What follows belongs to an exercise in optimizing a design on an open flow for small area and a short achievable clock period; a production flow would make more cautious choices.
In this exercise RTL edits were held to simulation tests only and were not proved equivalent to the original.

==> flow/design.v <==
package armPkg;
  typedef logic [31:0] dataT;      
  typedef logic [3:0]  regAddrT;   
  typedef logic [3:0]  flagsT;     
  typedef enum logic [3:0] {
    aluAnd = 4'h0,
    aluEor = 4'h1,
    aluSub = 4'h2,
    aluRsb = 4'h3,
    aluAdd = 4'h4,
    aluAdc = 4'h5,
    aluSbc = 4'h6,
    aluRsc = 4'h7,
    aluTst = 4'h8,
    aluTeq = 4'h9,
    aluCmp = 4'ha,
    aluCmn = 4'hb,
    aluOrr = 4'hc,
    aluMov = 4'hd,
    aluBic = 4'he,
    aluMvn = 4'hf
  } aluOpT;
  typedef enum logic [1:0] {
    shLsl = 2'b00,
    shLsr = 2'b01,
    shAsr = 2'b10,
    shRor = 2'b11
  } shiftTypeT;
  typedef enum logic {
    modeImm = 1'b0,   
    modeReg = 1'b1    
  } operandModeT;
  localparam regAddrT PcReg    = 4'd15;   
  localparam dataT    NopInstr = '0;      
  localparam int FlagN = 3;
  localparam int FlagZ = 2;
  localparam int FlagC = 1;
  localparam int FlagV = 0;
endpackage
module armCore
#(
  parameter armPkg::dataT ResetAddr = '0
) (
  input  logic            Clk,
  input  logic            Reset,
  input  logic            Hold,
  output armPkg::dataT    InstrAddr,
  input  armPkg::dataT    Instr,
  output logic            WbEnable,
  output armPkg::regAddrT WbReg,
  output armPkg::dataT    WbData,
  output armPkg::flagsT   Flags
);
  logic [31:0] regs [15];
  logic [14:0] valid;                    
  logic [14:0] wbSel;
  logic [31:0] wbVal;
  always_ff @(posedge Clk or posedge Reset) begin
    if (Reset) begin
      valid <= '0;
    end else begin
      valid <= valid | wbSel;
    end
  end
  always_ff @(posedge Clk) begin
    for (int i = 0; i < 15; i++) begin
      if (wbSel[i]) regs[i] <= wbVal;
    end
  end
  logic [31:2] pc;                       
  logic [31:2] pcNext;                   
  assign InstrAddr = {pc, ResetAddr[1:0]};
  logic fImm, fReg, fSup, fCmp, fWrite, fSet, fMovLike;
  assign fImm     = (Instr[27:25] == 3'b001);
  assign fReg     = (Instr[27:25] == 3'b000) && !Instr[4];
  assign fSup     = (fImm || fReg) && (Instr != 32'd0);
  assign fCmp     = (Instr[24:23] == 2'b10);         
  assign fWrite   = fSup && !fCmp && (Instr[15:12] != 4'hf);
  assign fSet     = fSup && Instr[20];
  assign fMovLike = Instr[24] && Instr[23] && Instr[21];   
  logic [4:0] fRot;
  always_comb begin
    if (fImm)                       fRot = {Instr[11:8], 1'b0};
    else if (Instr[6:5] == 2'b00)   fRot = 5'd0 - Instr[11:7];
    else                            fRot = Instr[11:7];
  end
  logic [3:0]  fRm;
  logic [31:0] fRead, fRmVal;
  logic        fRmHit, fRmValid;
  assign fRm = Instr[3:0];
  always_comb begin
    fRead = 32'd0;                       
    for (int i = 0; i < 15; i++) begin
      fRead = fRead | ({32{fRm == 4'(i)}} & regs[i]);    
    end
    fRmHit   = |(wbSel & 15'((16'd1 << fRm)));
    fRmValid = fImm || (fRm == 4'hf) || fRmHit || |(valid & 15'((16'd1 << fRm)));
    if (fImm)         fRmVal = {24'd0, Instr[7:0]};
    else if (fRmHit)  fRmVal = wbVal;
    else              fRmVal = fRead;
  end
  logic        idWrite, idSet;
  logic        idImm;
  logic [3:0]  idOp;
  logic [3:0]  idRd;
  logic [11:4] idLo;                     
  logic [15:0] idRnOH;                   
  logic [15:0] idRmOH;                   
  logic [3:0]  idRotHi;                  
  logic [7:0]  idRotLo;                  
  logic [31:0] idRmVal;
  logic        idRmValid;                
  always_ff @(posedge Clk or posedge Reset) begin
    if (Reset) begin
      pc      <= ResetAddr[31:2];
      pcNext  <= ResetAddr[31:2] + 30'd1;
      idWrite <= 1'b0;
      idSet   <= 1'b0;
    end else if (!Hold) begin
      pc      <= pcNext;
      pcNext  <= pcNext + 30'd1;
      idWrite <= fWrite;
      idSet   <= fSet;
    end
  end
  always_ff @(posedge Clk) begin
    if (!Hold) begin
      idImm   <= fImm;
      idOp    <= Instr[24:21];
      idRd    <= Instr[15:12];
      idLo    <= Instr[11:4];
      idRnOH  <= fMovLike ? 16'd0 : (16'd1 << Instr[19:16]);
      idRmOH  <= fImm ? 16'd0 : (16'd1 << fRm);
      idRotHi <= 4'd1 << fRot[4:3];
      idRotLo <= 8'd1 << fRot[2:0];
    end
  end
  always_ff @(posedge Clk) begin
    if (!Hold) begin
      idRmVal   <= fRmVal;
      idRmValid <= fRmValid;
    end else if (|(wbSel & idRmOH[14:0])) begin
      idRmVal   <= wbVal;
      idRmValid <= 1'b1;
    end
  end
  logic [31:0] rnVal;
  always_comb begin
    rnVal = idRnOH[15] ? {pcNext, ResetAddr[1:0]} : 32'd0;
    for (int i = 0; i < 15; i++) begin
      rnVal = rnVal | ({32{idRnOH[i] && valid[i]}} & regs[i]);
    end
  end
  logic [1:0]  shType;
  logic [4:0]  shAmt;
  logic [31:0] shMask;
  logic        shFill;
  assign shType = idLo[6:5];
  assign shAmt  = idLo[11:7];
  always_comb begin
    for (int i = 0; i < 32; i++) begin
      if (!idRmValid)                shMask[i] = 1'b0;    
      else if (idImm || shType == 2'b11)  shMask[i] = 1'b1;
      else if (shType == 2'b00)      shMask[i] = (5'(i) >= shAmt);
      else                           shMask[i] = ({1'b0, 5'(i)} + {1'b0, shAmt}) <= 6'd31;
    end
  end
  logic [31:0] rmVal;
  assign rmVal  = idRmVal | ({32{idRmOH[15]}} & {pcNext, ResetAddr[1:0]});
  assign shFill = !idImm && idRmValid && (shType == 2'b10) && rmVal[31];
  logic [31:0] rotMid, rotOut, opB;
  always_comb begin
    for (int i = 0; i < 32; i++) begin
      rotMid[i] = 1'b0;
      for (int k = 0; k < 4; k++) rotMid[i] = rotMid[i] | (idRotHi[k] & rmVal[(i + 8 * k) % 32]);
    end
    for (int i = 0; i < 32; i++) begin
      rotOut[i] = 1'b0;
      for (int j = 0; j < 8; j++) rotOut[i] = rotOut[i] | (idRotLo[j] & rotMid[(i + j) % 32]);
    end
  end
  assign opB = (rotOut & shMask) | (~shMask & {32{shFill}});
  logic dArith, dInvA, dInvB, dCinOne, dCinC, dSelP, dSelG;
  always_comb begin
    dArith  = 1'b1;
    dInvA   = 1'b0;
    dInvB   = 1'b0;
    dCinOne = 1'b0;
    dCinC   = 1'b0;
    dSelP   = 1'b0;
    dSelG   = 1'b0;
    case (idOp)
      4'h0, 4'h8: begin dArith = 1'b0; dSelG = 1'b1; end                  
      4'h1, 4'h9: begin dArith = 1'b0; dSelP = 1'b1; end                  
      4'hc:       begin dArith = 1'b0; dSelP = 1'b1; dSelG = 1'b1; end    
      4'hd:       begin dArith = 1'b0; dSelP = 1'b1; end                  
      4'he:       begin dArith = 1'b0; dSelG = 1'b1; dInvB = 1'b1; end    
      4'hf:       begin dArith = 1'b0; dSelP = 1'b1; dInvB = 1'b1; end    
      4'h2, 4'ha: begin dInvB = 1'b1; dCinOne = 1'b1; end                 
      4'h3:       begin dInvA = 1'b1; dCinOne = 1'b1; end                 
      4'h4, 4'hb: ;                                                       
      4'h5:       dCinC = 1'b1;                                           
      4'h6:       begin dInvB = 1'b1; dCinC = 1'b1; end                   
      default:    begin dInvA = 1'b1; dCinC = 1'b1; end                   
    endcase
  end
  logic [31:0] opX, opY;
  assign opX = rnVal ^ {32{dInvA}};
  assign opY = opB ^ {32{dInvB}};
  logic        exWrite, exSet;
  logic [31:0] exX, exP, exG;
  logic        exArith, exCinOne, exCinC, exSelP, exSelG;
  logic [3:0]  exRd;
  always_ff @(posedge Clk or posedge Reset) begin
    if (Reset) begin
      exWrite <= 1'b0;
      exSet   <= 1'b0;
    end else begin
      exWrite <= idWrite && !Hold;       
      exSet   <= idSet && !Hold;
    end
  end
  always_ff @(posedge Clk) begin
    exX      <= opX;
    exP      <= opX ^ opY;
    exArith  <= dArith;
    exCinOne <= dCinOne;
    exCinC   <= dCinC;
    exSelP   <= dSelP;
    exSelG   <= dSelG;
    exRd     <= idRd;
  end
  logic        cin;
  assign cin = exCinOne || (exCinC && Flags[armPkg::FlagC]);
  assign exG = exX & ~exP;               
  logic [31:0] gk, pk, gg, pg;
  logic [32:0] carry;
  always_comb begin
    gk = exG;
    pk = exP;
    for (int d = 1; d < 32; d = d * 2) begin
      gg = gk;
      pg = pk;
      for (int i = d; i < 32; i++) begin
        gg[i] = gk[i] | (pk[i] & gk[i - d]);
        pg[i] = pk[i] & pk[i - d];
      end
      gk = gg;
      pk = pg;
    end
    carry = {gk | (pk & {32{cin}}), cin};
  end
  logic [31:0] sum, logicRes, result;
  logic [31:0] kin;
  logic        zero;
  assign sum      = exP ^ carry[31:0];
  assign logicRes = ({32{exSelP}} & exP) | ({32{exSelG}} & exG);
  assign result   = exArith ? sum : logicRes;
  assign kin  = {exP[30:0] | exG[30:0], cin};
  assign zero = exArith ? &(~(exP ^ kin)) : (logicRes == 32'd0);
  always_ff @(posedge Clk or posedge Reset) begin
    if (Reset) begin
      Flags <= '0;
    end else if (exSet) begin
      Flags[armPkg::FlagN] <= result[31];
      Flags[armPkg::FlagZ] <= zero;
      if (exArith) begin
        Flags[armPkg::FlagC] <= carry[32];
        Flags[armPkg::FlagV] <= carry[32] ^ carry[31];
      end
    end
  end
  logic        memWrite;
  logic [3:0]  memRd;
  logic [31:0] memData;
  always_ff @(posedge Clk or posedge Reset) begin
    if (Reset) begin
      memWrite <= 1'b0;
      WbEnable <= 1'b0;
      wbSel    <= '0;
    end else begin
      memWrite <= exWrite;
      WbEnable <= memWrite;
      wbSel    <= memWrite ? 15'((16'd1 << memRd)) : 15'd0;   
    end
  end
  always_ff @(posedge Clk) begin
    memRd   <= exRd;
    memData <= result;
    wbVal   <= memData;
    if (memWrite) begin                  
      WbReg  <= memRd;
      WbData <= memData;
    end
  end
endmodule
clock: 6.3 ns
lec_check: 0
cap_margin: 20
core_margin: 2
core_utilization: 40
setup_slack_margin: 3.85
slew_margin: 20
run.sh (not shown) runs the stock make flow with config.mk's settings and CLKGATE_MAP_FILE= SYNTH_SCRIPT=/design/flow/synth_recipe.tcl, a recipe that flattens the netlist after the stock synthesis.
The baseline passed the timing, DRC and antenna checks.
Then changed:
CTS_CLUSTER_DIAMETER = 80   (was unset)
CTS_CLUSTER_SIZE = 20   (was unset)
SETUP_SLACK_MARGIN = 4.0   (was 3.85)
TNS_END_PERCENT = 0   (was unset)
Clock-buffer cell count came out lower by 29.
Non-clock buffer count decreases by 169.
Die area does not change.
Final area fell by 10%.
Worst setup slack improved by 0.043 ns.
Area after synthesis stays the same.
Final cell count is lower by 5.1%.

==> static timing again, ports no longer ideal <==
The flow's constraints put no driver on any port. The routed layouts listed below were extracted and timed again, unchanged, in two steps.
Step 1: set_driving_cell puts a clkbuf_16 on Clk and a buf_2 on each other input, an assumption about the parent block.
Step 2 also shifts input and output timing later by t, the mid clock arrival at the registers, as if the neighbouring blocks saw the same clock.
Three values: ideal ports, drivers, drivers and shift; two values: the first two.
| run | t, ns | slack for setup (ns) | worst register clock-pin slew, ns | worst slew at a driven data input, ns | cell pins on the clock port's net |
|---|---|---|---|---|---|
| the first run | 0.742 | 3.578 / 3.573 / 2.831 | 0.07 / 0.07 | 0.15 | 1 |
| the second run | 0.712 | 3.622 / 3.622 / 2.923 | 0.10 / 0.10 | 0.08 | 1 |
After both steps every run listed still meets setup and hold. The setup slack of the first run, which loses most, moves by -0.005 ns with the drivers and by -0.747 ns with both steps.
